From an optimization exercise on the open Yosys and OpenROAD flow, aimed at small area; shortcuts taken in it are not production practice. At most, simulation tests tie the RTL to the original design; equivalence was not proved. No functional check of the RTL was part of runs 1 and 2. No activity file was given, so power comes from the tool's default toggle rates. The clock port is modelled as an ideal driver; clocking choices that lean on that would not hold on a real chip.

<file path="design/flow/design.v">
`default_nettype none
package rv32i_pkg;
    localparam int xlen = 32;
    typedef logic [xlen-1:0] rv32i_word;
    typedef logic [4:0]      rv32i_reg;
    localparam rv32i_word reset_pc  = 32'h0000_0000;
    localparam rv32i_word nop_instr = 32'h0000_0013;
    typedef enum logic [6:0] {
        op_lui   = 7'b0110111,
        op_auipc = 7'b0010111,
        op_jal   = 7'b1101111,
        op_jalr  = 7'b1100111,
        op_br    = 7'b1100011,
        op_imm   = 7'b0010011,
        op_reg   = 7'b0110011
    } rv32i_opcode_t;
    typedef enum logic [3:0] {
        alu_add,
        alu_sub,
        alu_sll,
        alu_slt,
        alu_sltu,
        alu_xor,
        alu_srl,
        alu_sra,
        alu_or,
        alu_and,
        alu_pass_b
    } alu_ops_t;
    typedef enum logic [2:0] {
        beq  = 3'b000,
        bne  = 3'b001,
        blt  = 3'b100,
        bge  = 3'b101,
        bltu = 3'b110,
        bgeu = 3'b111
    } cmp_ops_t;
    typedef enum logic {
        rs1_out = 1'b0,
        pc_out  = 1'b1
    } alumux1_sel_t;
    typedef enum logic [2:0] {
        i_imm   = 3'd0,
        u_imm   = 3'd1,
        b_imm   = 3'd2,
        j_imm   = 3'd3,
        rs2_out = 3'd4
    } alumux2_sel_t;
endpackage
`default_nettype wire
`timescale 1ns/1ps
`default_nettype none
module rv32i_core
(
    input  logic        clk,
    input  logic        rst,
    output logic [31:0] fetch_pc,
    input  logic [31:0] fetch_instr,
    output logic        retire_valid,
    output logic [31:0] retire_pc,
    output logic [4:0]  retire_rd,
    output logic [31:0] retire_value
);
    logic [3:0]  ph;
    logic        clr;
    logic [1:0]  st;
    logic [31:0] R;
    logic [31:0] N;
    logic [4:0]  sh;
    logic        ca;
    logic        cb;
    logic        z;
    logic        fl;
    logic        d;
    wire last  = (ph == 4'd15);
    wire first = (ph == 4'd0);
    wire [31:0] ins = fetch_instr;
    wire [6:0]  opc = ins[6:0];
    wire [2:0]  f3  = ins[14:12];
    wire [6:0]  f7  = ins[31:25];
    wire [4:0]  rd  = ins[11:7];
    wire [4:0]  rs1 = ins[19:15];
    wire [4:0]  rs2 = ins[24:20];
    wire is_lui   = (opc == 7'b0110111);
    wire is_auipc = (opc == 7'b0010111);
    wire is_jal   = (opc == 7'b1101111);
    wire is_jalr  = (opc == 7'b1100111) && (f3 == 3'b000);
    wire is_br    = (opc == 7'b1100011) && (f3[2:1] != 2'b01);
    wire is_imm   = (opc == 7'b0010011) &&
                    ((f3 == 3'b001) ? (f7 == 7'b0000000) :
                     (f3 == 3'b101) ? (f7 == 7'b0000000 || f7 == 7'b0100000) : 1'b1);
    wire is_reg   = (opc == 7'b0110011) &&
                    (f7 == 7'b0000000 || (f7 == 7'b0100000 && (f3 == 3'b000 || f3 == 3'b101)));
    wire is_alu   = is_imm || is_reg;
    wire is_shift = is_alu && (f3[1:0] == 2'b01);
    wire is_slt   = is_alu && (f3[2:1] == 2'b01);
    wire legal    = is_lui || is_auipc || is_jal || is_jalr || is_br || is_alu;
    wire is_sub   = is_reg && (f3 == 3'b000) && ins[30];
    wire is_sra   = ins[30];
    wire two_reg  = is_reg || is_br;
    logic [1:0] fin;
    always_comb
    begin
        if (is_shift)
            fin = 2'd3;
        else if (is_slt)
            fin = is_reg ? 2'd2 : 2'd1;
        else if (is_reg)
            fin = 2'd1;
        else
            fin = 2'd0;
    end
    wire at_fin = (st == fin);
    wire cmp_slt = is_slt && (st == fin - 2'd1);
    logic [31:0] imm;
    always_comb
    begin
        if (is_lui || is_auipc)
            imm = {ins[31:12], 12'd0};
        else if (is_jal)
            imm = {{12{ins[31]}}, ins[19:12], ins[20], ins[30:21], 1'b0};
        else if (opc[6:2] == 5'b11000)
            imm = {{20{ins[31]}}, ins[7], ins[30:25], ins[11:8], 1'b0};
        else
            imm = {{21{ins[31]}}, ins[30:20]};
    end
    wire [1:0] immp = imm[{ph, 1'b0} +: 2];
    wire [1:0] pcp  = fetch_pc[{ph, 1'b0} +: 2];
    logic [1:0] tap [0:31];
    logic [1:0] rin;
    logic       wq;
    logic       clq;
    logic [4:0] rdq;
    wire        wr = !clr && legal && !is_br && at_fin && (rd != 5'd0);
    assign tap[0] = 2'b00;
    genvar gr;
    generate
        for (gr = 1; gr < 32; gr++)
        begin : g_reg
            logic [31:0] ring;
            wire we = clq || (wq && rdq == 5'(gr));
            always_ff @(posedge clk)
                ring <= {ring[1:0], we ? R[31:30] : ring[31:30], ring[29:2]};
            assign tap[gr] = ring[1:0];
        end
    endgenerate
    wire [4:0] ridx = (st == 2'd0 && two_reg) ? rs2 : rs1;
    wire [1:0] a    = tap[ridx];
    wire tgt_rev = is_br && (st == 2'd2);    
    wire use_pc  = is_auipc || is_jal || tgt_rev;
    wire use_imm = !two_reg || tgt_rev;
    wire inv     = is_sub || is_slt || (is_br && !tgt_rev);
    wire [1:0] op1  = is_lui ? 2'b00 : (use_pc ? pcp : a);
    wire [1:0] op2r = use_imm ? immp : N[1:0];
    wire [1:0] op2  = inv ? ~op2r : op2r;
    wire       cin  = first ? inv : ca;
    wire       c1   = (op1[0] & op2[0]) | (op1[0] & cin) | (op2[0] & cin);
    wire       cout = (op1[1] & op2[1]) | (op1[1] & c1) | (op2[1] & c1);
    wire [1:0] sum  = {op1[1] ^ op2[1] ^ c1, op1[0] ^ op2[0] ^ cin};
    wire zero  = (sum == 2'b00) && (first || z);
    wire lt    = (op1[1] ^ op2r[1]) ? op1[1] : sum[1];
    wire ltu   = !cout;
    wire taken = f3[0] ^ (f3[2] ? (f3[1] ? ltu : lt) : zero);
    logic [1:0] alu;
    always_comb
    begin
        case (f3)
            3'b100:  alu = op1 ^ op2r;
            3'b110:  alu = op1 | op2r;
            3'b111:  alu = op1 & op2r;
            default: alu = sum;
        endcase
        if (!is_alu)
            alu = sum;
    end
    wire       bcin  = (ph == 4'd1) ? 1'b1 : (first ? 1'b0 : cb);
    wire       bc1   = pcp[0] & bcin;
    wire [1:0] pc4   = {pcp[1] ^ bc1, pcp[0] ^ bcin};
    wire       bcout = pcp[1] & bc1;
    wire       right = f3[2];
    wire [4:0] t     = right ? sh : (5'd0 - sh);
    wire [3:0] m     = t[4:1] + {3'd0, t[0]};
    wire [1:0] P     = N[{m, 1'b0} +: 2];
    wire [5:0] plo   = {1'b0, ph, 1'b0} + {1'b0, sh};
    wire [5:0] phi   = {1'b0, ph, 1'b1} + {1'b0, sh};
    wire       vlo   = right ? !plo[5] : ({ph, 1'b0} >= sh);
    wire       vhi   = right ? !phi[5] : ({ph, 1'b1} >= sh);
    wire       fill  = right && is_sra && fl;
    wire [1:0] shr   = t[0] ? {P[0], d} : P;
    wire [1:0] shx   = {vhi ? shr[1] : fill, vlo ? shr[0] : fill};
    logic [1:0] nin;
    always_comb
    begin
        rin = alu;
        nin = pc4;
        if (is_shift)
        begin
            case (st)
                2'd0:    rin = is_reg ? a : immp;
                2'd1:    nin = a;
                2'd2:
                begin
                    rin = shx;
                    nin = N[1:0];
                end
                default: rin = R[1:0];
            endcase
        end
        else
        begin
            if (two_reg && st == 2'd0)
                nin = a;
            if (is_br)
                rin = 2'b00;
            if (tgt_rev)
                nin = sum;
            if (is_slt)
                rin = {1'b0, first && fl};
            if (is_jal || is_jalr)
                rin = pc4;
            if (is_jal)
                nin = sum;
            else if (is_jalr)
                nin = {sum[1], sum[0] && !first};
        end
        if (clr)
        begin
            nin = 2'b00;
            rin = 2'b00;
        end
    end
    wire [31:0] R_d = {rin, R[31:2]};
    wire [31:0] N_d = {nin, N[31:2]};
    wire retire = !clr && legal && (is_br ? (st == 2'd2 || (st == 2'd1 && !taken)) : at_fin);
    wire load   = clr || !legal || retire;
    assign retire_valid = last && retire;
    assign retire_pc    = fetch_pc;
    assign retire_rd    = is_br ? 5'd0 : rd;
    assign retire_value = R_d;
    always_ff @(posedge clk)
    begin
        R  <= R_d;
        N  <= N_d;
        ca <= cout;
        cb <= bcout;
        z  <= zero;
        wq  <= wr;
        clq <= clr;
        rdq <= rd;
        d  <= (st == 2'd1 && m == 4'd0) ? a[1] : P[1];
        if (last)
        begin
            if (is_shift && st == 2'd0)
                sh <= R_d[4:0];
            if (is_shift && st == 2'd1)
                fl <= a[1];
            if (cmp_slt)
                fl <= f3[0] ? ltu : lt;
        end
        if (rst)
        begin
            ph  <= 4'd0;
            clr <= 1'b1;
            st  <= 2'd0;
        end
        else
        begin
            ph <= ph + 4'd1;
            if (last)
            begin
                clr <= 1'b0;
                if (load)
                    fetch_pc <= N_d;
                if (load)
                    st <= 2'd0;
                else
                    st <= st + 2'd1;
            end
        end
    end
endmodule
`default_nettype wire
</file>
<file path="design/flow/run.sh">
#!/bin/bash
# synth_recipe.tcl (not shown) runs the flow's synth.tcl, then flattens the netlist and writes it again
# the make line also repeats each setting of config.mk as NAME=value (left out here)
make -C /OpenROAD-flow-scripts/flow DESIGN_CONFIG=/design/flow/config.mk WORK_HOME=/design/flow/orfs CLKGATE_MAP_FILE= SYNTH_SCRIPT=/design/flow/synth_recipe.tcl finish
</file>
<file path="design/flow/config.mk">
export PLATFORM = sky130hd
export DESIGN_NAME = rv32i_core
export DESIGN_NICKNAME = rv32i_core
export VERILOG_FILES = /design/flow/design.v
export SDC_FILE = /design/flow/constraint.sdc
export NUM_CORES = 4
export LEC_CHECK = 0
export ABC_AREA = 1
export CAP_MARGIN = 20
export CORE_MARGIN = 2
export CORE_UTILIZATION = 50
export CTS_CLUSTER_DIAMETER = 100
export CTS_CLUSTER_SIZE = 30
export SLEW_MARGIN = 20
</file>
<file path="design/flow/constraint.sdc">
create_clock -name core_clock -period 10.0 [get_ports {clk}]
set_input_delay 2.0000 -clock core_clock [delete_from_list [all_inputs] [get_ports {clk}]]
set_output_delay 2.0000 -clock core_clock [all_outputs]
set_load 0.01 [all_outputs]
</file>
==> impl_metrics.py, run 1 <==
metrics = {
    "job": {
        "cap_violations": 0,
    },
    "synthesis": {
        "synth.area.top_cells": "dfxtp_1, edfxtp_1, mux2_2",
        "synthFlopType": "dfxtp_1",
        "syn_inst": 2006,
        "synthMuxAreaShare_pct": 2.55,
        "async_flop_share_pct": 0,
        "synth_fa_ha_area_share_pct": 1.20,
        "synth_compound_area_share_pct": 3.50,
        "ys_types": 52,
        "avgSynthCellArea_um2": 13.9,
        "yosys.area_share.simple_pct": 7.56,
        "synth_fp_nets": 2066,
        "netlist.area_leader.share_pct": 77.3,
        "synth-seq-cells": 1112,
        "synth-xor-area-share_pct": 0.284,
        "synth_edf_count": 38,
        "ys_warn_count": 2,
        "synth_area_leader_cell": "dfxtp_1",
        "ys_seq_area_share_pct": 81.4,
        "synth_area_um2": 27800,
        "synth_top_family_by_area": "simple AND/OR/NAND/NOR gates",
    },
    "timing": {
        "setup_tns_ns": 0,
        "max_slew_margin_pct": 32.7,
        "setup_slack_ns": 0.739,
        "period_needed_ns": 9.26,
        "clock_skew_ns": 0.0270,
        "slew_viol_final": 0,
        "tightest_slew_ns": 0.999,
        "period_share_pct": 92.6,
        "grt_setup_unrepaired": "no",
        "fmax_mhz": 108,
        "hold_viol": 0,
        "setup_viol": 0,
    },
    "global_route": {
        "use_met1_pct": 25.6,
        "grt_pass1_vias": 12500,
        "grt_usage_pct": 17.5,
        "grt.busiest_layer": "met2",
        "overflow": 0,
        "use_met3_pct": 2.20,
        "grt_pass1_wl_mm": 74.7,
        "grt_util_met2_pct": 26.9,
        "grt_start_max_net_pins": 34,
        "antenna_found_initial": 4,
    },
    "power": {
        "power_frac_seq_pct": 67.1,
        "combPwrFrac_pct": 2.7,
        "p_total_mw": 6.64,
        "swShare_pct": 20.0,
        "power_density_nw_per_um2": 216,
        "internal-power_mw": 5.31,
        "clkPwrFrac_pct": 30.2,
        "p_sw_mw": 1.33,
        "ir_drop_uv": 209,
        "p_leak_nw": 12.4,
    },
    "worst_setup_path": {
        "crit_arrival_ns": 7.26,
        "critical_path_class": "in2out",
        "r2r_setup_slack_ns": 4.16,
        "slowest_stage": "clkdlybuf4s50_1",
        "cp_slowest_stage_delay_ns": 0.60,
        "cp_max_fo": 13,
        "start_kind": "primary input",
        "cpMostUsedCell": "nand2_1",
        "cp-end-kind": "output port",
        "required_ns": 8.00,
    },
    "place": {
        "port_buffers": 135,
        "dpl.hpwl_mm": 36.3,
        "pre_cts_ws_ns": 0.794,
        "placed_area_um2": 29600,
        "gp_congestion": 0.897,
    },
    "clocking": {
        "cts_made_buffers": 43,
        "cts_tree": "yes",
        "htree_levels": 2,
        "cts_resized": 0,
        "ctsHoldBuffers": 0,
        "cts_buffer_depth": 3,
        "clockRootBuffer": "clkbuf_16",
        "clk-insertion-delay-late_ns": 0.60,
        "post_cts_buffers": 0,
        "clock-sinks": 1112,
        "clkTransAtPathRegs_ns": 0.10,
    },
    "floorplanning": {
        "initial_core_util_pct": 50.6,
        "row_count": 86,
        "core-area_um2": 55000,
        "die_w_um": 240,
        "die_h_um": 240,
        "dieArea_um2": 57500,
        "io_pins": 136,
    },
    "drt": {
        "routed_wl_mm": 50.3,
        "drc": 0,
        "dr.pass1.iters": 6,
        "routedWlPerCell_um": 17.5,
        "ant_nets": 0,
        "vias_per_cell": 4.64,
        "drt_iter0_drc": 773,
        "num_vias": 13300,
    },
    "final_layout": {
        "mostFrequentLayoutCell": "dfxtp_1",
        "nNetsFinal": 2173,
        "layout_common_cells": "dfxtp_1, nand2_1, clkdlybuf4s50_1, nand3_1, nor2_1",
        "syn2layout_area_growth_pct": 10.8,
        "finish.instance_area_um2": 30800,
        "drive_gt1_share_pct": 8.77,
    },
    "min_path": {
        "hp-class": "reg2reg",
    },
    "status": {
        "status": "no timing/DRC/antenna violations",
    },
}
## registers in the layout, summed over array words and instances, names as in the netlist, 2 cells and up
| name | cells |
|---|---|
| g.ring | 992 |
| rdq | 5 |
| N | 32 |
| ph | 4 |
| fetch_pc | 32 |
| R | 32 |
| st | 2 |
| sh | 5 |
## final timing paths
path	from	end	depth (start not counted)
max	fetch_instr[13]	retire_valid	34
min	g_reg[19].ring[29]$_DFF_P_	g_reg[19].ring[27]$_DFF_P_	0
max reg2reg	ph[0]$_SDFF_PP0_	fetch_pc[10]$_DFFE_PP_	25
min reg2reg	g_reg[19].ring[29]$_DFF_P_	g_reg[19].ring[27]$_DFF_P_	0
## metal layers
layer | routed length, um | vias up
met5 | 0 | -
met4 | 1530 | 0
met3 | 1730 | 71
met2 | 22000 | 270
met1 | 25100 | 6379
li1 | - | 6607
## logic make-up (layout without fill, tap and decap cells)
group	Yosys count	in the layout
DFF	1112	1112
and+or+nand+nor	441	441
buffers and inverters	187	302
AOI/OAI and AO/OA	168	168
muxes	63	63
adders and majority gates	26	26
xor gates and xnor gates	9	9
other	0	2
## power by group through the flow
stage                     clock [mW]  combinational, mW  sequential, mW
after floorplan                    0              0.106            4.56
after global placement             0              0.177            4.56
after detailed placement           0              0.176            4.56
after CTS                       2.08              0.177            4.46
after global routing            2.23              0.196            4.46
final                           2.01              0.178            4.46
## synth_stat cells (3+ instances only)
library cell	number
a211oi_1	4
a21oi_1	32
a22oi_1	3
a31oi_1	4
a32o_1	3
buf_4	64
clkbuf_1	22
clkinv_1	3
dfxtp_1	1074
edfxtp_1	38
ha_1	25
inv_1	83
inv_2	8
mux2_2	62
nand2_1	166
nand2_2	12
nand2_4	12
nand3_1	104
nand3_2	4
nand4_1	11
nor2_1	94
nor2_2	3
nor2_4	7
nor3_1	13
nor3_2	3
o211ai_1	10
o21ai_0	85
o221ai_1	3
o22ai_1	11
o311ai_0	3
or2_2	6
xnor2_1	4
xor2_1	5
## area by class of cell
class,instances,area (um2)
Multi-Input combinational cell,707,4200
Inverter,96,365
Fill cell,4522,24200
Tap cell,748,936
Clock inverter,5,71.3
Antenna cell,2,5.00
Sequential cell,1112,22600
Timing Repair Buffer,153,1490
Clock buffer,48,1090
## worst max-delay path, delay by kind of cell
kind	cells	cell delay, ns
buffers and inverters	4	1.26
and+or+nand+nor	27	3.09
adders and majority gates	2	0.75
AOI/OAI and AO/OA	1	0.17
## stage by stage
stage,utilization (%),hold slack [ns],std cells
after floorplan,-,0.310,2006
after global placement,53.9,0.309,2816
after detailed placement,53.9,0.312,2816
after CTS,56.0,0.314,2869
after global routing,56.0,0.325,2870
final,56.0,0.320,2871
==> run 2: changes to the inputs <==
==> design/flow/flow/run.sh (new file) <==
#!/bin/bash
set -euo pipefail
export BUFFER_PORTS_ARGS="-buffer_cell sky130_fd_sc_hd__buf_1"
bash standard.sh > standard_flow.log 2>&1
==> design/flow/standard.sh (new file) <==
#!/bin/bash
# synth_recipe.tcl (not shown) runs the flow's synth.tcl, then flattens the netlist and writes it again
# the make line also repeats each setting of config.mk as NAME=value (left out here)
make -C /OpenROAD-flow-scripts/flow DESIGN_CONFIG=/design/flow/config.mk WORK_HOME=/design/flow/orfs CLKGATE_MAP_FILE= SYNTH_SCRIPT=/design/flow/synth_recipe.tcl "${@:-finish}"
removed: design/flow/run.sh
==> impl_metrics.py, run 2 <==
metrics = {
    "status": {
        "status": "no timing/DRC/antenna violations",
    },
    "clocking": {
        "cts_tree": "yes",
        "clkTransAtPathRegs_ns": 0.11,
        "clock-sinks": 1112,
        "htree_levels": 2,
        "cts_resized": 0,
        "clockRootBuffer": "clkbuf_16",
        "cts_made_buffers": 44,
        "clk-insertion-delay-late_ns": 0.60,
        "cts_buffer_depth": 3,
        "post_cts_buffers": 0,
        "ctsHoldBuffers": 0,
    },
    "floorplanning": {
        "die_h_um": 240,
        "dieArea_um2": 57500,
        "core-area_um2": 55000,
        "initial_core_util_pct": 50.6,
        "die_w_um": 240,
        "io_pins": 136,
        "row_count": 86,
    },
    "worst_setup_path": {
        "cp-end-kind": "output port",
        "cp_max_fo": 13,
        "required_ns": 8.00,
        "critical_path_class": "in2out",
        "slowest_stage": "fa_1",
        "cp_slowest_stage_delay_ns": 0.55,
        "crit_arrival_ns": 6.82,
        "start_kind": "primary input",
        "cpMostUsedCell": "nand2_1",
    },
    "final_layout": {
        "layout_common_cells": "dfxtp_1, nand2_1, buf_1, nand3_1, nor2_1",
        "drive_gt1_share_pct": 8.52,
        "nNetsFinal": 2166,
        "syn2layout_area_growth_pct": 7.71,
        "top_register": "g.ring",
        "largest_reg_flops": 992,
        "mostFrequentLayoutCell": "dfxtp_1",
    },
    "timing": {
        "setup_viol": 0,
        "period_share_pct": 88.2,
        "whs_ns": 0.322,
        "grt_setup_unrepaired": "no",
        "tightest_slew_ns": 0.871,
        "fmax_mhz": 113,
        "setup_tns_ns": 0,
        "clock_skew_ns": 0.0253,
        "hold_viol": 0,
        "slew_viol_final": 0,
        "max_slew_margin_pct": 41.3,
        "period_needed_ns": 8.82,
    },
    "synthesis": {
        "synthFlopType": "dfxtp_1",
        "synth-seq-cells": 1112,
        "yosys.cell_count.top_type": "dfxtp_1",
        "syn_inst": 2006,
        "ys_warn_count": 2,
        "ys_seq_area_share_pct": 81.4,
        "synth_edf_count": 38,
        "ys_types": 52,
        "netlist.area_leader.share_pct": 77.3,
        "avgSynthCellArea_um2": 13.9,
        "async_flop_share_pct": 0,
        "synth.area.top_cells": "dfxtp_1, edfxtp_1, mux2_2",
        "synth_area_leader_cell": "dfxtp_1",
        "synth_area_um2": 27800,
        "synth_fp_nets": 2066,
        "synth_common_cells": "dfxtp_1, nand2_1, nand3_1",
    },
    "drt": {
        "routed_wl_mm": 48.3,
        "dr.pass1.iters": 5,
        "drt_iter0_drc": 818,
        "num_vias": 13100,
        "ant_nets": 0,
        "routedWlPerCell_um": 16.9,
        "vias_per_cell": 4.58,
        "drc": 0,
    },
    "power": {
        "power_density_nw_per_um2": 223,
        "ir_drop_uv": 174,
        "p_leak_nw": 12.0,
    },
    "global_route": {
        "overflow": 0,
        "grt_start_max_net_pins": 34,
        "grt_pass1_vias": 12400,
        "grt_usage_pct": 17.0,
        "grt_pass1_wl_mm": 73.0,
        "antenna_found_initial": 1,
    },
    "job": {
        "cap_violations": 0,
    },
    "place": {
        "dpl.hpwl_mm": 34.9,
        "gp_congestion": 0.944,
        "port_buffers": 135,
    },
    "min_path": {
        "hp-class": "reg2reg",
    },
}
## run 2: cell types whose count changed in the layout (fill, tap and decap cells not counted), sizes merged
cell	delta
inv	+2
clkinv	-2
diode	+4
clkdlybuf4s50	-135
buf	+127
## run 2: critical path, delay by kind of cell
| kind | cells | cell delay [ns] |
|---|---|---|
| AO/OA/AOI/OAI | 4 | 0.97 |
| adder cells (fa/ha/maj) | 2 | 0.73 |
| buffers and inverters | 6 | 0.92 |
| AND/OR/NAND/NOR | 20 | 2.20 |
## run 2: cell type report
type / instances / area (um2)
Sequential cell: 1112 / 22600
Antenna cell: 6 / 15.0
Timing Repair Buffer: 145 / 582
Fill cell: 4570 / 25000
Tap cell: 748 / 936
Clock inverter: 5 / 91.3
Clock buffer: 48 / 1120
Inverter: 96 / 365
Multi-Input combinational cell: 707 / 4200
## run 2: path summary, 6_finish.rpt
check / slack [ns] / start / cells after the start / end
setup reg to reg: 4.18 / ph[0]$_SDFF_PP0_ / 26 / fetch_pc[16]$_DFFE_PP_
hold / removal: 0.32 / g_reg[26].ring[5]$_DFF_P_ / 0 / g_reg[26].ring[3]$_DFF_P_
hold reg to reg: 0.32 / g_reg[26].ring[5]$_DFF_P_ / 0 / g_reg[26].ring[3]$_DFF_P_
setup / recovery: 1.18 / fetch_instr[14] / 32 / retire_value[31]
## run 2: where the power goes
| part | leakage, nW | total (mW) | switching [mW] | internal [mW] |
|---|---|---|---|---|
| clock network | 0.587 | 2.05 | 1.23 | 0.823 |
| registers | 8.98 | 4.45 | 0.00449 | 4.45 |
| logic | 2.42 | 0.161 | 0.110 | 0.0509 |
## run 2: metal layers
layer  GRT usage [%]  routed length [um]
met3            2.50                1610
met2            25.7               20900
met1            25.3               24600
met4            5.21                1160
met5               0                   0
## run 2: cells by family (layout without fill, tap and decap cells)
group / after synthesis / in the layout / share of synthesized area (%)
xor+xnor: 9 / 9 / 0.284
other cells: 0 / 6 / 0
fa+ha+maj: 26 / 26 / 1.20
simple gates: 441 / 441 / 7.56
mux: 63 / 63 / 2.55
buf+inv: 187 / 294 / 3.47
flops: 1112 / 1112 / 81.4
compound gates: 168 / 168 / 3.50
## run 2: through the flow
step / util [%] / cell area [um2] / setup WS (ns) / std cells / total power, mW
finish: 54.5 / 29900 / 1.18 / 2867 / 6.67
floorplan: - / 27800 / 2.44 / 2006 / 4.66
global placement: 52.2 / 28700 / 1.31 / 2808 / 4.72
detailed placement: 52.2 / 28700 / 1.22 / 2808 / 4.72
CTS: 54.4 / 29900 / 1.21 / 2861 / 6.75
global route: 54.4 / 29900 / 0.764 / 2862 / 6.93
==> run 3: changes to the inputs <==
--- a/design/flow/design.v
+++ b/design/flow/design.v
@@ -66,12 +66,9 @@
     logic [1:0]  st;
     logic [31:0] R;
     logic [31:0] N;
-    logic [4:0]  sh;
     logic        ca;
     logic        cb;
     logic        z;
-    logic        fl;
-    logic        d;
     wire last  = (ph == 4'd15);
     wire first = (ph == 4'd0);
     wire [31:0] ins = fetch_instr;
@@ -177,6 +174,9 @@
     wire       bc1   = pcp[0] & bcin;
     wire [1:0] pc4   = {pcp[1] ^ bc1, pcp[0] ^ bcin};
     wire       bcout = pcp[1] & bc1;
+    wire [4:0] sh    = rdq;
+    wire       d     = cb;
+    wire       fl    = z;
     wire       right = f3[2];
     wire [4:0] t     = right ? sh : (5'd0 - sh);
     wire [3:0] m     = t[4:1] + {3'd0, t[0]};
@@ -242,21 +242,26 @@
         R  <= R_d;
         N  <= N_d;
         ca <= cout;
-        cb <= bcout;
-        z  <= zero;
         wq  <= wr;
         clq <= clr;
-        rdq <= rd;
-        d  <= (st == 2'd1 && m == 4'd0) ? a[1] : P[1];
-        if (last)
-        begin
-            if (is_shift && st == 2'd0)
-                sh <= R_d[4:0];
-            if (is_shift && st == 2'd1)
-                fl <= a[1];
-            if (cmp_slt)
-                fl <= f3[0] ? ltu : lt;
-        end
+        if (is_shift && (st == 2'd1 || st == 2'd2))
+            cb <= (st == 2'd1 && m == 4'd0) ? a[1] : P[1];
+        else
+            cb <= bcout;
+        if (is_shift && (st == 2'd1 || st == 2'd2))
+            rdq <= rdq;
+        else if (is_shift && st == 2'd0 && last)
+            rdq <= R_d[4:0];
+        else
+            rdq <= rd;
+        if (is_shift && st == 2'd2)
+            z <= z;
+        else if (last && is_shift && st == 2'd1)
+            z <= a[1];
+        else if (last && cmp_slt)
+            z <= f3[0] ? ltu : lt;
+        else
+            z <= zero;
         if (rst)
         begin
             ph  <= 4'd0;
==> design/flow/run.sh (new file) <==
#!/bin/bash
# synth_recipe.tcl (not shown) runs the flow's synth.tcl, then flattens the netlist and writes it again
# the make line also repeats each setting of config.mk as NAME=value (left out here)
make -C /OpenROAD-flow-scripts/flow DESIGN_CONFIG=/design/flow/config.mk WORK_HOME=/design/flow/orfs CLKGATE_MAP_FILE= SYNTH_SCRIPT=/design/flow/synth_recipe.tcl finish
removed: design/flow/flow/run.sh
removed: design/flow/standard.sh
==> impl_metrics.py, run 3 <==
metrics = {
    "global_route": {
        "grt_usage_pct": 18.2,
        "overflow": 0,
        "grt_start_max_net_pins": 41,
        "grt_pass1_vias": 12600,
        "grt_pass1_wl_mm": 77.2,
        "antenna_found_initial": 4,
    },
    "worst_setup_path": {
        "required_ns": 8.00,
        "cpMostUsedCell": "nand2_1",
        "slowest_stage": "clkdlybuf4s50_1",
        "cp_slowest_stage_delay_ns": 0.57,
        "cp_max_fo": 25,
        "critical_path_class": "in2out",
        "cp-end-kind": "output port",
        "crit_arrival_ns": 7.53,
        "start_kind": "primary input",
    },
    "final_layout": {
        "drive_gt1_share_pct": 7.63,
        "syn2layout_area_growth_pct": 10.7,
        "layout_common_cells": "dfxtp_1, nand2_1, clkdlybuf4s50_1, nor2_1, nand3_1",
        "nNetsFinal": 2179,
        "utilization_pct": 55.8,
        "finish.instance_area_um2": 30600,
        "largest_reg_flops": 992,
        "n_fill_cell": 4440,
        "top_register": "g.ring",
        "mostFrequentLayoutCell": "dfxtp_1",
    },
    "power": {
        "p_leak_nw": 12.4,
        "clkPwrFrac_pct": 30.9,
        "p_sw_mw": 1.38,
        "power_frac_seq_pct": 66.1,
        "combPwrFrac_pct": 3.0,
        "power_density_nw_per_um2": 219,
        "internal-power_mw": 5.32,
        "ir_drop_uv": 161,
        "swShare_pct": 20.6,
    },
    "clocking": {
        "cts_tree": "yes",
        "clockRootBuffer": "clkbuf_16",
        "clk-insertion-delay-late_ns": 0.62,
        "clkTransAtPathRegs_ns": 0.11,
        "cts_made_buffers": 44,
        "clock-sinks": 1105,
        "htree_levels": 2,
        "cts_buffer_depth": 3,
    },
    "synthesis": {
        "ys_warn_count": 2,
        "async_flop_share_pct": 0,
        "avgSynthCellArea_um2": 13.7,
        "synth_fp_nets": 2083,
        "synth_area_um2": 27600,
        "yosys.cell_count.top_type": "dfxtp_1",
        "synth-seq-cells": 1105,
        "syn_inst": 2019,
        "synth_area_leader_cell": "dfxtp_1",
        "netlist.area_leader.share_pct": 77.3,
        "synth_common_cells": "dfxtp_1, nand2_1, nor2_1",
        "synth_edf_count": 38,
        "ys_types": 52,
        "synthFlopType": "dfxtp_1",
        "synth.area.top_cells": "dfxtp_1, edfxtp_1, mux2_2",
        "ys_seq_area_share_pct": 81.4,
    },
    "floorplanning": {
        "die_h_um": 239,
        "dieArea_um2": 57200,
        "initial_core_util_pct": 50.4,
        "row_count": 86,
        "core-area_um2": 54900,
        "die_w_um": 239,
        "io_pins": 136,
    },
    "timing": {
        "fmax_mhz": 105,
        "slew_viol_final": 0,
        "period_share_pct": 95.3,
        "max_slew_margin_pct": 44.0,
        "period_needed_ns": 9.53,
        "grt_setup_unrepaired": "no",
        "tightest_slew_ns": 0.840,
        "setup_slack_ns": 0.469,
        "hold_viol": 0,
        "setup_viol": 0,
        "clock_skew_ns": 0.0342,
        "setup_tns_ns": 0,
        "whs_ns": 0.325,
    },
    "drt": {
        "routedWlPerCell_um": 18.2,
        "routed_wl_mm": 51.3,
        "drt_iter0_drc": 852,
        "vias_per_cell": 4.71,
        "ant_nets": 0,
        "dr.pass1.iters": 6,
        "drc": 0,
        "num_vias": 13300,
    },
    "status": {
        "status": "no timing/DRC/antenna violations",
    },
    "place": {
        "port_buffers": 135,
        "pre_cts_ws_ns": 0.427,
        "placed_area_um2": 29400,
        "gp_congestion": 0.880,
        "dpl.hpwl_mm": 36.5,
    },
    "job": {
        "cap_violations": 0,
    },
    "min_path": {
        "hp-class": "reg2reg",
    },
}
run 3: changes by cell type after synthesis, moves of 7 or more:
cell / delta
nand2_4: -9
dfxtp_1: -7
nand2_1: +18
nor2_4: -7
nor2_1: +14
run 3: final timing paths:
kind	slack [ns]	start	cells past startpoint	endpoint
worst max register to register	4.54	st[1]$_SDFFE_PP0N_	30	fetch_pc[31]$_DFFE_PP_
worst min-delay path	0.33	g_reg[22].ring[3]$_DFF_P_	0	g_reg[22].ring[1]$_DFF_P_
worst min register to register	0.33	g_reg[22].ring[3]$_DFF_P_	0	g_reg[22].ring[1]$_DFF_P_
worst max-delay path	0.47	fetch_instr[12]	34	retire_value[31]
run 3: metrics by stage:
step           std cells  power (mW)
6_report            2828        6.69
5_1_grt             2827        6.95
4_1_cts             2827        6.77
3_5_place_dp        2773        4.73
3_3_place_gp        2773        4.73
2_1_floorplan       2019        4.65
run 3: layout make-up:
cell class | count | area [um2] | share of cell area [%]
diodes | 1 | 2.50 | 0.00818
multi-input cells | 730 | 4210 | 13.8
inverters | 88 | 330 | 1.08
clock inverters | 6 | 124 | 0.405
clock buffers | 48 | 1120 | 3.65
repair buffers | 146 | 1430 | 4.69
well taps | 704 | 881 | 2.88
flip-flops and latches | 1105 | 22500 | 73.5
run 3: cells by family (layout without fill, tap and decap cells):
| logic type | Yosys count | count (layout) | share of synthesized area (%) |
|---|---|---|---|
| xor gates and xnor gates | 9 | 9 | 0.285 |
| buffers and inverters | 184 | 288 | 3.41 |
| muxes | 62 | 62 | 2.53 |
| adders and majority gates | 30 | 30 | 1.38 |
| other | 0 | 1 | 0 |
| AOI/OAI and AO/OA | 174 | 174 | 3.66 |
| and+or+nand+nor | 455 | 455 | 7.35 |
| DFF | 1105 | 1105 | 81.4 |
run 3: critical path, delay by kind of cell:
family | cells | cell delay (ns)
buffers and inverters | 8 | 1.90
and+or+nand+nor | 20 | 2.39
adders and majority gates | 2 | 0.70
AOI/OAI and AO/OA | 4 | 0.53
run 3: metal layers:
| metal | global-route usage, % | wire (um) | vias to the layer above |
|---|---|---|---|
| li1 | - | - | 6609 |
| met1 | 26.7 | 25500 | 6382 |
| met2 | 27.8 | 22500 | 268 |
| met3 | 2.67 | 2080 | 75 |
| met4 | 5.45 | 1280 | 0 |
| met5 | 0 | 0 | - |
run 3: power groups by stage:
stage               Sequential, mW  Clock (mW)  Combinational, mW
detailed placement            4.53           0              0.195
global placement              4.53           0              0.197
CTS                           4.43        2.15              0.197
global route                  4.43        2.30              0.218
floorplan                     4.53           0              0.122
finish                        4.43        2.07              0.198
run 3: timing repair:
| action | 4_1_cts | 5_1_grt |
|---|---|---|
| buffers inserted | 0 | 0 |
| hold buffers | 0 | 0 |
| endpoints found under the setup margin | 0 | 1 |
| resized for setup | 0 | 1 |
==> run 4: changes to the inputs <==
==> design/flow/flow/run.sh (new file) <==
#!/bin/bash
set -euo pipefail
rm -rf scripts_abc
cp -r "$FLOW_HOME/scripts" scripts_abc
cp flow/abc_area.script scripts_abc/abc_area.script
export SCRIPTS_DIR="$PWD/scripts_abc"
export BUFFER_PORTS_ARGS="-buffer_cell sky130_fd_sc_hd__buf_1"
bash standard.sh > standard_flow.log 2>&1
==> design/flow/flow/abc_area.script (new file) <==
strash
&get -n
&dch -f
&nf -R 1000
&put
strash
dch
map -a
strash
dch
map -a
topo
==> design/flow/standard.sh (new file) <==
#!/bin/bash
# synth_recipe.tcl (not shown) runs the flow's synth.tcl, then flattens the netlist and writes it again
# the make line also repeats each setting of config.mk as NAME=value (left out here)
make -C /OpenROAD-flow-scripts/flow DESIGN_CONFIG=/design/flow/config.mk WORK_HOME=/design/flow/orfs CLKGATE_MAP_FILE= SYNTH_SCRIPT=/design/flow/synth_recipe.tcl "${@:-finish}"
--- a/design/flow/config.mk
+++ b/design/flow/config.mk
@@ -8,7 +8,7 @@
 export ABC_AREA = 1
 export CAP_MARGIN = 20
 export CORE_MARGIN = 2
-export CORE_UTILIZATION = 50
-export CTS_CLUSTER_DIAMETER = 100
-export CTS_CLUSTER_SIZE = 30
+export CORE_UTILIZATION = 65
+export CTS_CLUSTER_DIAMETER = 60
+export CTS_CLUSTER_SIZE = 35
 export SLEW_MARGIN = 20
removed: design/flow/run.sh
==> impl_metrics.py, run 4 <==
metrics = {
    "final_layout": {
        "layout_common_cells": "dfxtp_1, buf_1, o21ai_0, nor2_1, nand2_1",
        "mostFrequentLayoutCell": "dfxtp_1",
        "regArea_um2": 22500,
        "multiInputGateArea_um2": 3570,
        "n_fill_cell": 2569,
        "nNetsFinal": 2125,
        "stdcell_count": 2616,
        "utilization_pct": 71.6,
        "syn2layout_area_growth_pct": 8.84,
        "drive_gt1_share_pct": 5.28,
        "top_register": "g.ring",
        "largest_reg_flops": 992,
    },
    "drt": {
        "drc": 0,
        "routedWlPerCell_um": 20.1,
        "wl_met1_mm": 23.8,
        "num_vias": 13400,
        "ant_nets": 0,
        "routed_wl_mm": 52.7,
        "drt_iter0_drc": 961,
        "met3_length_mm": 2.64,
        "top_layer_used": "met4",
        "dr.pass1.iters": 5,
        "dr_wl_met2_mm": 24.5,
        "vias_per_cell": 5.11,
    },
    "floorplanning": {
        "die_w_um": 207,
        "core-area_um2": 40800,
        "io_pins": 136,
        "initial_core_util_pct": 65.8,
        "dieArea_um2": 43000,
        "die_h_um": 207,
        "row_count": 74,
    },
    "job": {
        "cap_violations": 0,
    },
    "timing": {
        "setup_tns_ns": 0,
        "grt_setup_unrepaired": "no",
        "hold_viol": 0,
        "clock_skew_ns": 0.0471,
        "fmax_mhz": 105,
        "slew_viol_final": 0,
        "max_slew_margin_pct": 27.4,
        "period_share_pct": 94.8,
        "period_needed_ns": 9.48,
        "setup_viol": 0,
        "tightest_slew_ns": 1.08,
    },
    "clocking": {
        "cts_tree": "yes",
        "cts_buffer_depth": 3,
        "post_cts_buffers": 0,
        "cts_made_buffers": 45,
        "htree_levels": 2,
        "clockRootBuffer": "clkbuf_16",
        "clkTransAtPathRegs_ns": 0.11,
        "clock-sinks": 1105,
        "clk-insertion-delay-late_ns": 0.62,
        "cts_resized": 0,
        "ctsHoldBuffers": 0,
    },
    "place": {
        "gp_congestion": 0.927,
        "dp.cells": 2546,
        "port_buffers": 135,
        "dpl.hpwl_mm": 34.8,
    },
    "power": {
        "p_leak_nw": 11.3,
        "power_density_nw_per_um2": 235,
        "ir_drop_uv": 193,
        "p_total_mw": 6.88,
    },
    "worst_setup_path": {
        "start_kind": "primary input",
        "cpMostUsedCell": "nand2_1",
        "cp-end-kind": "output port",
        "cp_slowest_stage_delay_ns": 0.52,
        "crit_arrival_ns": 7.48,
        "cp_max_fo": 11,
        "required_ns": 8.00,
        "slowest_stage": "fa_1",
        "critical_path_class": "in2out",
    },
    "synthesis": {
        "ys_seq_area_share_pct": 83.8,
        "synth_area_um2": 26900,
        "synth.area.top_cells": "dfxtp_1, edfxtp_1, o21ai_0",
        "synth_common_cells": "dfxtp_1, o21ai_0, nor2_1",
        "synth_edf_count": 38,
        "async_flop_share_pct": 0,
        "synth_fp_nets": 1986,
        "synth-seq-cells": 1105,
        "syn_inst": 1922,
        "avgSynthCellArea_um2": 14.0,
        "synthFlopType": "dfxtp_1",
        "yosys.cell_count.top_type": "dfxtp_1",
        "ys_types": 44,
        "synth_area_leader_cell": "dfxtp_1",
        "netlist.area_leader.share_pct": 79.5,
        "ys_warn_count": 2,
    },
    "global_route": {
        "grt_pass1_wl_mm": 78.7,
        "grt_usage_pct": 24.4,
        "grt_pass1_vias": 13500,
        "antenna_found_initial": 9,
        "overflow": 0,
        "grt_start_max_net_pins": 37,
    },
    "min_path": {
        "hp-class": "reg2reg",
    },
    "status": {
        "status": "no timing/DRC/antenna violations",
    },
}
run 4: changes by cell type in the layout (fill, tap and decap cells not counted), sizes merged, moves of 14 or more:
cell,delta
a22oi,+32
nand2,-84
inv,-83
clkdlybuf4s50,-135
a21oi,+50
nor2,+14
buf,+143
nand3,-86
clkinv,+104
mux2,-62
o21ai,+37
run 4: worst max-delay path, delay by kind of cell:
family          cells  cell delay, ns
compound gates      9            1.76
fa+ha+maj           2            0.71
buf+inv             6            0.78
simple gates       14            2.25
run 4: per-stage QoR:
stage          worst slack [ns]  hold slack (ns)  area [um2]
6_report                  0.520            0.301       29200
3_5_place_dp              0.158            0.312       27700
5_1_grt                  0.0614            0.299       29200
4_1_cts                   0.105            0.302       29200
2_1_floorplan             0.126            0.310       26900
3_3_place_gp              0.229            0.309       27700
run 4: cell type report:
class,count,area share (%)
diodes,1,0.00856
clock inverters,16,0.864
clock buffers,53,4.20
flip-flops and latches,1105,77.0
multi-input cells,655,12.2
inverters,100,1.28
repair buffers,154,2.22
well taps,532,2.28
run 4: where the power goes:
part	internal, mW	switching [mW]
Sequential	4.42	0.00904
Combinational	0.0528	0.116
Clock	0.934	1.34
run 4: worst paths after layout:
kind	from	to	slack (ns)	cells after the start
max	fetch_instr[31]	retire_valid	0.52	31
min	g_reg[25].ring[26]$_DFF_P_	g_reg[25].ring[24]$_DFF_P_	0.30	0
max reg2reg	st[0]$_SDFFE_PP0N_	fetch_pc[3]$_DFFE_PP_	3.95	26
min reg2reg	g_reg[25].ring[26]$_DFF_P_	g_reg[25].ring[24]$_DFF_P_	0.30	0
run 4: cell families after synthesis:
group,count (synthesis),share of synthesized area [%]
flops,1105,83.8
compound gates,318,6.96
simple gates,301,4.54
buf+inv,162,3.13
fa+ha+maj,30,1.43
xor+xnor,6,0.196
run 4: per-layer routing:
layer  GRT usage [%]  up-vias
met5               0        -
met4            9.29        0
met3            4.18      108
met2            39.6      379
met1            33.2     6387
li1                -     6500
==> run 5: changes to the inputs <==
--- a/design/flow/config.mk
+++ b/design/flow/config.mk
@@ -8,7 +8,8 @@
 export ABC_AREA = 1
 export CAP_MARGIN = 20
 export CORE_MARGIN = 2
-export CORE_UTILIZATION = 65
-export CTS_CLUSTER_DIAMETER = 60
-export CTS_CLUSTER_SIZE = 35
+export CORE_UTILIZATION = 50
+export CTS_BUF_LIST = sky130_fd_sc_hd__clkbuf_8
+export CTS_CLUSTER_DIAMETER = 80
+export CTS_CLUSTER_SIZE = 16
 export SLEW_MARGIN = 20
==> impl_metrics.py, run 5 <==
metrics = {
    "synthesis": {
        "synth-xor-area-share_pct": 0.196,
        "avgSynthCellArea_um2": 14.0,
        "netlist.area_leader.share_pct": 79.5,
        "synth_fa_ha_area_share_pct": 1.43,
        "synth.area.top_cells": "dfxtp_1, edfxtp_1, o21ai_0",
        "synth_common_cells": "dfxtp_1, o21ai_0, nor2_1",
        "ys_warn_count": 2,
        "synth-seq-cells": 1105,
        "synth_area_leader_cell": "dfxtp_1",
        "synth_area_um2": 26900,
        "synth_fp_nets": 1986,
        "synthFlopType": "dfxtp_1",
        "syn_inst": 1922,
        "synth_compound_area_share_pct": 6.96,
        "yosys.area_share.simple_pct": 4.54,
        "synth_top_family_by_area": "compound AO/OA/AOI/OAI gates",
        "ys_types": 44,
        "synthMuxAreaShare_pct": 0,
        "ys_seq_area_share_pct": 83.8,
        "async_flop_share_pct": 0,
        "yosys.cell_count.top_type": "dfxtp_1",
        "synth_edf_count": 38,
    },
    "timing": {
        "slew_viol_final": 0,
        "tightest_slew_ns": 1.22,
        "period_share_pct": 94.0,
        "setup_slack_ns": 0.596,
        "clock_skew_ns": 0.0391,
        "period_needed_ns": 9.40,
        "fmax_mhz": 106,
        "grt_setup_unrepaired": "no",
        "max_slew_margin_pct": 18.2,
        "setup_viol": 0,
        "hold_viol": 0,
    },
    "floorplanning": {
        "die_w_um": 236,
        "row_count": 84,
        "io_pins": 136,
        "dieArea_um2": 55600,
        "core-area_um2": 52900,
        "initial_core_util_pct": 50.8,
        "die_h_um": 236,
    },
    "worst_setup_path": {
        "crit_buf_inv": 6,
        "cp_slowest_stage_delay_ns": 0.58,
        "r2r_end": "fetch_pc[14]$_DFFE_PP_",
        "slowest_stage": "fa_1",
        "crit_arrival_ns": 7.40,
        "cpMostUsedCell": "nand2_1",
        "critical-path-top-delay-family": "compound AO/OA/AOI/OAI gates",
        "start_kind": "primary input",
        "cp-end-kind": "output port",
        "required_ns": 8.00,
        "rr_worst_depth": 28,
        "cp_max_fo": 11,
        "r2r_setup_slack_ns": 3.93,
        "regToRegStartpoint": "st[0]$_SDFFE_PP0N_",
        "critical_path_class": "in2out",
    },
    "job": {
        "cap_violations": 0,
    },
    "clocking": {
        "post_cts_buffers": 0,
        "clockRootBuffer": "clkbuf_8",
        "ctsHoldBuffers": 0,
        "cts_buffer_depth": 3,
        "clk-insertion-delay-late_ns": 0.71,
        "cts_made_buffers": 79,
        "cts_tree": "yes",
        "clock-sinks": 1105,
        "htree_levels": 3,
        "clkTransAtPathRegs_ns": 0.09,
    },
    "power": {
        "power_density_nw_per_um2": 226,
        "internal-power_mw": 5.21,
        "ir_drop_uv": 164,
        "power_frac_seq_pct": 67.2,
        "clkPwrFrac_pct": 30.2,
        "p_total_mw": 6.59,
        "swShare_pct": 21.0,
        "combPwrFrac_pct": 2.6,
        "p_leak_nw": 11.3,
        "p_sw_mw": 1.38,
    },
    "drt": {
        "ant_nets": 0,
        "routed_wl_mm": 50.7,
        "wl_met1_mm": 24.7,
        "routedWlPerCell_um": 18.1,
        "dr_wl_met2_mm": 22.1,
        "drc": 0,
        "vias_per_cell": 4.74,
        "top_layer_used": "met4",
        "drt_iter0_drc": 678,
        "dr.pass1.iters": 5,
        "met3_length_mm": 2.14,
        "num_vias": 13300,
    },
    "final_layout": {
        "utilization_pct": 55.2,
        "largest_reg_flops": 992,
        "nNetsFinal": 2161,
        "layout_common_cells": "dfxtp_1, buf_1, o21ai_0, nand2_1, nor2_1",
        "syn2layout_area_growth_pct": 8.61,
        "top_register": "g.ring",
        "stdcell_count": 2800,
        "mostFrequentLayoutCell": "dfxtp_1",
        "drive_gt1_share_pct": 6.30,
    },
    "place": {
        "dpl.hpwl_mm": 35.9,
        "port_buffers": 135,
        "pre_cts_ws_ns": -0.00931,
        "gp_congestion": 0.882,
        "dp.cells": 2704,
    },
    "min_path": {
        "hold_depth": 0,
        "hp-class": "reg2reg",
        "hp-start": "g_reg[6].ring[2]$_DFF_P_",
        "whs_endpoint": "g_reg[6].ring[0]$_DFF_P_",
    },
    "global_route": {
        "antenna_found_initial": 10,
        "overflow": 0,
        "grt_pass1_wl_mm": 76.2,
        "grt_pass1_vias": 12900,
        "grt_start_max_net_pins": 33,
        "grt_usage_pct": 18.4,
    },
    "status": {
        "status": "no timing/DRC/antenna violations",
    },
}
-- run 5: worst max path at each step --
stage                                        to  cells after the start       startpoint
after detailed placement           retire_valid                     29  fetch_instr[12]
after global placement             retire_valid                     30  fetch_instr[25]
after global routing               retire_valid                     33  fetch_instr[31]
after floorplan           fetch_pc[0]$_DFFE_PP_                     26   fetch_instr[3]
after CTS                          retire_valid                     29  fetch_instr[12]
final                          retire_value[31]                     29  fetch_instr[12]
-- run 5: metrics by stage --
step / instance area [um2] / hold slack, ns / setup TNS [ns]
finish: 29200 / 0.315 / 0
global route: 29200 / 0.315 / 0
CTS: 29100 / 0.305 / 0
detailed placement: 27900 / 0.312 / -0.00931
global placement: 27900 / 0.310 / 0
floorplan: 26900 / 0.310 / 0
-- run 5: area by class of cell --
| type | instances | area (um2) |
|---|---|---|
| repair buffers | 156 | 664 |
| fillers | 4433 | 23700 |
| clock buffers | 79 | 1090 |
| multi-input cells | 655 | 3570 |
| diodes | 2 | 5.00 |
| well taps | 688 | 861 |
| clock inverters | 15 | 115 |
| inverters | 100 | 375 |
| flip-flops and latches | 1105 | 22500 |
-- run 5: power groups by stage --
stage / Clock (mW) / Combinational [mW] / Sequential, mW
final: 1.99 / 0.172 / 4.43
after CTS: 2.08 / 0.171 / 4.43
after floorplan: 0 / 0.101 / 4.53
after global placement: 0 / 0.171 / 4.53
after global routing: 2.24 / 0.191 / 4.43
after detailed placement: 0 / 0.171 / 4.53
-- run 5: cell families (layout without fill, tap and decap cells) --
logic type | count (synthesis) | count (layout)
buffers and inverters | 162 | 350
XOR/XNOR | 6 | 6
AO/OA/AOI/OAI | 318 | 318
AND/OR/NAND/NOR | 301 | 301
flip-flops | 1105 | 1105
other | 0 | 2
adder cells (fa/ha/maj) | 30 | 30
-- run 5: per-layer routing --
| metal | global-route usage (%) | vias up |
|---|---|---|
| met3 | 3.63 | 99 |
| met1 | 25.9 | 6297 |
| met4 | 7.66 | 0 |
| li1 | - | 6556 |
| met5 | 0 | - |
| met2 | 27.9 | 321 |
-- run 5: what timing repair did --
item | 4_1_cts | 5_1_grt
pin swaps | 0 | 0
cloned | 0 | 0
gates resized for setup | 1 | 13
setup endpoints to repair | 1 | 2
==> run 6: changes to the inputs <==
==> design/flow/config.mk (replaced) <==
export PLATFORM = sky130hd
export DESIGN_NAME = rv32i_core
export DESIGN_NICKNAME = rv32i_core
export VERILOG_FILES = /design/flow/design.v
export SDC_FILE = /design/flow/constraint.sdc
export NUM_CORES = 4
export LEC_CHECK = 0
export ABC_AREA = 1
export CAP_MARGIN = 0
export CORE_MARGIN = 2
export CORE_UTILIZATION = 50
export CTS_CLUSTER_DIAMETER = 100
export CTS_CLUSTER_SIZE = 30
export SLEW_MARGIN = 0
==> impl_metrics.py, run 6 <==
metrics = {
    "worst_setup_path": {
        "r2r_setup_slack_ns": 3.92,
        "start_kind": "primary input",
        "required_ns": 8.00,
        "crit_arrival_ns": 7.42,
        "r2r_end": "fetch_pc[12]$_DFFE_PP_",
        "cp_slowest_stage_delay_ns": 0.58,
        "critical-path-top-delay-family": "compound AO/OA/AOI/OAI gates",
        "crit_buf_inv": 6,
        "cp_max_fo": 11,
        "cpMostUsedCell": "nand2_1",
        "slowest_stage": "fa_1",
        "cp-end-kind": "output port",
        "critical_path_class": "in2out",
        "rr_worst_depth": 28,
        "regToRegStartpoint": "st[0]$_SDFFE_PP0N_",
    },
    "min_path": {
        "hold_depth": 0,
        "hp-start": "g_reg[7].ring[10]$_DFF_P_",
        "hp-class": "reg2reg",
        "whs_endpoint": "g_reg[7].ring[8]$_DFF_P_",
    },
    "floorplanning": {
        "io_pins": 136,
        "row_count": 84,
        "dieArea_um2": 55600,
        "initial_core_util_pct": 50.8,
        "core-area_um2": 52900,
        "die_h_um": 236,
        "die_w_um": 236,
    },
    "drt": {
        "drt_iter0_drc": 684,
        "routedWlPerCell_um": 18.3,
        "num_vias": 13000,
        "ant_nets": 0,
        "routed_wl_mm": 50.4,
        "dr.pass1.iters": 5,
        "vias_per_cell": 4.72,
        "drc": 0,
    },
    "final_layout": {
        "largest_reg_flops": 992,
        "layout_common_cells": "dfxtp_1, buf_1, o21ai_0, nand2_1, nor2_1",
        "regArea_um2": 22500,
        "mostFrequentLayoutCell": "dfxtp_1",
        "finish.instance_area_um2": 29200,
        "top_register": "g.ring",
        "multiInputGateArea_um2": 3570,
        "nNetsFinal": 2125,
        "n_fill_cell": 4425,
        "drive_gt1_share_pct": 4.50,
        "utilization_pct": 55.2,
        "stdcell_count": 2757,
        "syn2layout_area_growth_pct": 8.56,
    },
    "synthesis": {
        "avgSynthCellArea_um2": 14.0,
        "async_flop_share_pct": 0,
        "synthFlopType": "dfxtp_1",
        "yosys.cell_count.top_type": "dfxtp_1",
        "synth.area.top_cells": "dfxtp_1, edfxtp_1, o21ai_0",
        "synth-seq-cells": 1105,
        "ys_types": 44,
        "synth_area_leader_cell": "dfxtp_1",
        "synth_common_cells": "dfxtp_1, o21ai_0, nor2_1",
        "synth_fp_nets": 1986,
        "syn_inst": 1922,
        "ys_seq_area_share_pct": 83.8,
        "synth_edf_count": 38,
        "synth_area_um2": 26900,
        "ys_warn_count": 2,
        "netlist.area_leader.share_pct": 79.5,
    },
    "timing": {
        "period_needed_ns": 9.42,
        "slew_viol_final": 0,
        "period_share_pct": 94.2,
        "setup_viol": 0,
        "hold_viol": 0,
        "fmax_mhz": 106,
        "grt_setup_unrepaired": "no",
        "clock_skew_ns": 0.0351,
        "tightest_slew_ns": 1.23,
        "max_slew_margin_pct": 17.3,
    },
    "global_route": {
        "grt_start_max_net_pins": 33,
        "grt_pass1_wl_mm": 75.3,
        "overflow": 0,
        "grt_usage_pct": 18.0,
        "antenna_found_initial": 8,
        "grt_pass1_vias": 12600,
    },
    "clocking": {
        "clk-insertion-delay-late_ns": 0.62,
        "clockRootBuffer": "clkbuf_16",
        "post_cts_buffers": 0,
        "cts_tree": "yes",
        "cts_made_buffers": 43,
        "clock-sinks": 1105,
        "cts_buffer_depth": 3,
        "clkTransAtPathRegs_ns": 0.10,
        "htree_levels": 2,
    },
    "job": {
        "cap_violations": 0,
    },
    "place": {
        "port_buffers": 135,
        "gp_congestion": 0.882,
        "placed_area_um2": 27900,
        "dpl.hpwl_mm": 35.9,
        "dp.cells": 2704,
    },
    "power": {
        "ir_drop_uv": 154,
        "power_density_nw_per_um2": 227,
        "p_leak_nw": 11.2,
        "p_total_mw": 6.63,
    },
    "status": {
        "status": "no timing/DRC/antenna violations",
    },
}
## run 6: cell count changes in the layout (fill, tap and decap cells not counted), moves of 2 or more
cell and delta:
clkbuf_1 +4, clkbuf_16 +43, clkbuf_8 -79, clkinv_16 +2, clkinvlp_4 -2, inv_1 -5
inv_8 -2
## run 6: cell type report
| type | count | area share, % |
|---|---|---|
| multi-input combinational | 655 | 12.2 |
| inverter | 100 | 1.29 |
| tap | 688 | 2.95 |
| sequential | 1105 | 77.1 |
| antenna | 1 | 0.00858 |
| timing repair buffer | 156 | 2.28 |
| clock buffer | 47 | 3.74 |
| clock inverter | 5 | 0.347 |
## run 6: logic make-up after synthesis
kind of cell             Yosys count  synth area share, %
flip-flops                      1105                 83.8
adder cells (fa/ha/maj)           30                 1.43
XOR/XNOR                           6                0.196
buffers and inverters            162                 3.13
AO/OA/AOI/OAI                    318                 6.96
AND/OR/NAND/NOR                  301                 4.54
## run 6: worst max path at each step
stage                    start                     to  slack [ns]  cells past startpoint
6_report       fetch_instr[12]       retire_value[31]        0.58                     29
5_1_grt        fetch_instr[31]           retire_valid       0.002                     33
4_1_cts        fetch_instr[12]           retire_valid        0.11                     29
3_5_place_dp   fetch_instr[12]           retire_valid      -0.009                     29
3_3_place_gp   fetch_instr[25]           retire_valid        0.12                     30
2_1_floorplan   fetch_instr[3]  fetch_pc[0]$_DFFE_PP_        0.13                     26
## run 6: what timing repair did
item	in CTS	in global routing
cloned	0	0
endpoints found under the hold margin	0	0
setup endpoints to repair	1	2
hold buffers	0	0
resized for setup	1	13
## run 6: power breakdown
| group | internal (mW) | total, mW | switching (mW) |
|---|---|---|---|
| Combinational | 0.0532 | 0.172 | 0.119 |
| Clock | 0.803 | 2.03 | 1.23 |
| Sequential | 4.42 | 4.43 | 0.00539 |
| Total | 5.28 | 6.63 | 1.35 |
## run 6: per-layer routing
layer / up-vias / GRT usage [%] / wire (um)
met5: - / 0 / 0
li1: 6475 / - / -
met4: 0 / 6.02 / 1440
met3: 82 / 2.73 / 2140
met2: 279 / 28.1 / 22000
met1: 6165 / 25.9 / 24800
## run 6: per-stage QoR
step / hold slack [ns] / TNS (ns) / worst slack, ns
floorplan: 0.310 / 0 / 0.126
global placement: 0.310 / 0 / 0.123
detailed placement: 0.312 / -0.00931 / -0.00931
CTS: 0.320 / 0 / 0.107
global route: 0.321 / 0 / 0.00208
finish: 0.309 / 0 / 0.578
==> run 7: changes to the inputs <==
==> design/flow/flow/run.sh (replaced) <==
#!/bin/bash
set -euo pipefail
rm -rf scripts_abc
cp -r "$FLOW_HOME/scripts" scripts_abc
cp flow/abc_area.script scripts_abc/abc_area.script
export SCRIPTS_DIR="$PWD/scripts_abc"
export CTS_ARGS="-sink_clustering_enable -repair_clock_nets -sink_clustering_size 30 -sink_clustering_max_diameter 100 -dont_use_dummy_load"
export BUFFER_PORTS_ARGS="-buffer_cell sky130_fd_sc_hd__buf_1"
bash standard.sh > standard_flow.log 2>&1
--- a/design/flow/config.mk
+++ b/design/flow/config.mk
@@ -6,9 +6,9 @@
 export NUM_CORES = 4
 export LEC_CHECK = 0
 export ABC_AREA = 1
-export CAP_MARGIN = 0
+export CAP_MARGIN = 20
 export CORE_MARGIN = 2
 export CORE_UTILIZATION = 50
 export CTS_CLUSTER_DIAMETER = 100
 export CTS_CLUSTER_SIZE = 30
-export SLEW_MARGIN = 0
+export SLEW_MARGIN = 20
==> impl_metrics.py, run 7 <==
metrics = {
    "status": {
        "status": "no timing/DRC/antenna violations",
    },
    "floorplanning": {
        "io_pins": 136,
        "core-area_um2": 52900,
        "row_count": 84,
        "die_w_um": 236,
        "initial_core_util_pct": 50.8,
        "die_h_um": 236,
        "dieArea_um2": 55600,
    },
    "drt": {
        "drt_iter0_drc": 778,
        "wl_met1_mm": 24.9,
        "drc": 0,
        "dr.pass1.iters": 5,
        "routed_wl_mm": 50.4,
        "top_layer_used": "met4",
        "routedWlPerCell_um": 18.3,
        "ant_nets": 0,
        "dr_wl_met2_mm": 22.0,
        "num_vias": 13000,
        "met3_length_mm": 2.02,
        "vias_per_cell": 4.73,
    },
    "synthesis": {
        "synth_fp_nets": 1986,
        "avgSynthCellArea_um2": 14.0,
        "synth.area.top_cells": "dfxtp_1, edfxtp_1, o21ai_0",
        "ys_types": 44,
        "async_flop_share_pct": 0,
        "yosys.cell_count.top_type": "dfxtp_1",
        "synth_edf_count": 38,
        "netlist.area_leader.share_pct": 79.5,
        "synth_area_um2": 26900,
        "synth_common_cells": "dfxtp_1, o21ai_0, nor2_1",
        "synth_area_leader_cell": "dfxtp_1",
        "ys_warn_count": 2,
        "synth-seq-cells": 1105,
        "synthFlopType": "dfxtp_1",
        "ys_seq_area_share_pct": 83.8,
        "syn_inst": 1922,
    },
    "min_path": {
        "hp-start": "g_reg[23].ring[29]$_DFF_P_",
        "hold_depth": 0,
        "whs_endpoint": "g_reg[23].ring[27]$_DFF_P_",
        "hp-class": "reg2reg",
    },
    "timing": {
        "period_share_pct": 94.3,
        "fmax_mhz": 106,
        "setup_viol": 0,
        "hold_viol": 0,
        "slew_viol_final": 0,
        "max_slew_margin_pct": 18.8,
        "period_needed_ns": 9.43,
        "clock_skew_ns": 0.0891,
        "tightest_slew_ns": 1.21,
        "grt_setup_unrepaired": "no",
    },
    "worst_setup_path": {
        "crit_arrival_ns": 7.43,
        "critical_path_class": "in2out",
        "rr_worst_depth": 28,
        "required_ns": 8.00,
        "r2r_end": "fetch_pc[6]$_DFFE_PP_",
        "cp-end-kind": "output port",
        "slowest_stage": "fa_1",
        "start_kind": "primary input",
        "regToRegStartpoint": "st[0]$_SDFFE_PP0N_",
        "cp_slowest_stage_delay_ns": 0.58,
        "cp_max_fo": 11,
        "r2r_setup_slack_ns": 3.95,
        "cpMostUsedCell": "nand2_1",
    },
    "power": {
        "clkPwrFrac_pct": 29.9,
        "combPwrFrac_pct": 2.6,
        "p_sw_mw": 1.31,
        "power_frac_seq_pct": 67.5,
        "p_leak_nw": 11.2,
        "power_density_nw_per_um2": 226,
        "internal-power_mw": 5.25,
        "swShare_pct": 19.9,
        "ir_drop_uv": 154,
        "p_total_mw": 6.56,
    },
    "clocking": {
        "cts_buffer_depth": 3,
        "clock-sinks": 1105,
        "cts_made_buffers": 43,
        "cts_tree": "yes",
        "clkTransAtPathRegs_ns": 0.10,
        "htree_levels": 2,
        "clk-insertion-delay-late_ns": 0.61,
        "clockRootBuffer": "clkbuf_16",
        "post_cts_buffers": 0,
    },
    "place": {
        "gp_congestion": 0.882,
        "dpl.hpwl_mm": 35.9,
        "port_buffers": 135,
    },
    "final_layout": {
        "multiInputGateArea_um2": 3570,
        "top_register": "g.ring",
        "layout_common_cells": "dfxtp_1, buf_1, o21ai_0, nand2_1, nor2_1",
        "regArea_um2": 22500,
        "drive_gt1_share_pct": 4.27,
        "nNetsFinal": 2125,
        "mostFrequentLayoutCell": "dfxtp_1",
        "largest_reg_flops": 992,
        "utilization_pct": 55.0,
        "syn2layout_area_growth_pct": 8.14,
        "n_fill_cell": 4424,
    },
    "global_route": {
        "grt_pass1_wl_mm": 75.3,
        "antenna_found_initial": 9,
        "grt_start_max_net_pins": 33,
        "grt_pass1_vias": 12600,
        "overflow": 0,
        "grt_usage_pct": 18.0,
    },
    "job": {
        "cap_violations": 0,
    },
}
[run 7: cell count changes in the layout (fill, tap and decap cells not counted), sizes merged]
cell	previous run	this run
inv	1	0
diode	1	2
clkinv	104	100
clkbuf	47	43
[run 7: routing by layer]
layer | GRT usage [%] | vias to the layer above
met4 | 6.22 | 0
li1 | - | 6471
met3 | 2.68 | 91
met5 | 0 | -
met1 | 25.9 | 6152
met2 | 28.1 | 285
[run 7: logic make-up (layout without fill, tap and decap cells)]
kind of cell               Yosys count  after routing  share of synthesized area, %
xor gates and xnor gates             6              6                         0.196
and+or+nand+nor                    301            301                          4.54
adders and majority gates           30             30                          1.43
AOI/OAI and AO/OA                  318            318                          6.96
buffers and inverters              162            299                          3.13
other                                0              2                             0
DFF                               1105           1105                          83.8
[run 7: how the worst max path moves through the flow]
stage / slack (ns) / end / startpoint
6_report: 0.57 / retire_value[31] / fetch_instr[12]
2_1_floorplan: 0.13 / fetch_pc[0]$_DFFE_PP_ / fetch_instr[3]
4_1_cts: 0.11 / retire_valid / fetch_instr[12]
5_1_grt: 0.008 / retire_valid / fetch_instr[31]
3_3_place_gp: 0.12 / retire_valid / fetch_instr[25]
3_5_place_dp: -0.009 / retire_valid / fetch_instr[12]
[run 7: what timing repair did]
action	CTS	global route
gates resized for setup	1	13
pin swaps	0	0
endpoints found under the setup margin	1	2
hold buffers	0	0
[run 7: critical path: cells and delay by family]
| family | cells | cell delay (ns) |
|---|---|---|
| compound gates | 11 | 2.37 |
| simple gates | 10 | 1.22 |
| buf+inv | 6 | 1.06 |
| fa+ha+maj | 2 | 0.77 |
[run 7: area by class of cell]
class / instances / share of cell area [%]
Clock buffer: 43 / 3.70
Inverter: 100 / 1.29
Multi-Input combinational cell: 655 / 12.3
Antenna cell: 2 / 0.0172
Sequential cell: 1105 / 77.5
Tap cell: 688 / 2.96
Timing Repair Buffer: 156 / 2.29
[run 7: stage by stage]
stage	TNS [ns]	cells	setup slack [ns]	hold WS, ns	cell area [um2]
5_1_grt	0	2747	0.00767	0.315	29000
2_1_floorplan	0	1922	0.126	0.310	26900
3_5_place_dp	-0.00931	2704	-0.00931	0.312	27900
6_report	0	2749	0.566	0.303	29100
3_3_place_gp	0	2704	0.123	0.310	27900
4_1_cts	0	2747	0.106	0.303	29000
[run 7: power by group through the flow]
stage	Clock (mW)	Combinational, mW	Sequential, mW
after floorplan	0	0.101	4.53
after global placement	0	0.171	4.53
after detailed placement	0	0.171	4.53
after CTS	2.03	0.171	4.43
after global routing	2.18	0.191	4.43
final	1.96	0.172	4.43

==> what the ideal ports hide <==
The results above use ideal ports. As a check the final layouts listed here were re-extracted and re-timed, cells and wires unchanged.
Step 1 sets driving cells, clkbuf_16 on the clock port and buf_2 on the other inputs (assumed; they add their load-dependent delay and slew).
Step 2 also shifts input and output timing later by t, the mid clock arrival at the registers, as if the neighbouring blocks saw the same clock.
Three values: ideal, step 1, step 2; two values: the first two.
run | t (ns) | setup slack, ns | hold WS [ns] | worst data-port slew with drivers (ns)
run 1 | 0.643 | 0.739 / 0.710 / 0.710 | 0.320 / 0.320 / 0.320 | 0.10
run 2 | 0.647 | 1.176 / 1.151 / 1.151 | 0.322 / 0.322 / 0.322 | 0.10
run 3 | 0.659 | 0.469 / 0.437 / 0.437 | 0.325 / 0.325 / 0.325 | 0.06
run 4 | 0.655 | 0.520 / 0.500 / 0.500 | 0.301 / 0.301 / 0.301 | 0.04
run 5 | 0.745 | 0.596 / 0.563 / 0.563 | 0.315 / 0.315 / 0.315 | 0.05
run 6 | 0.661 | 0.578 / 0.545 / 0.545 | 0.309 / 0.309 / 0.309 | 0.05
run 7 | 0.625 | 0.566 / 0.533 / 0.533 | 0.303 / 0.303 / 0.303 | 0.05
After both steps setup and hold are still met in every run listed.
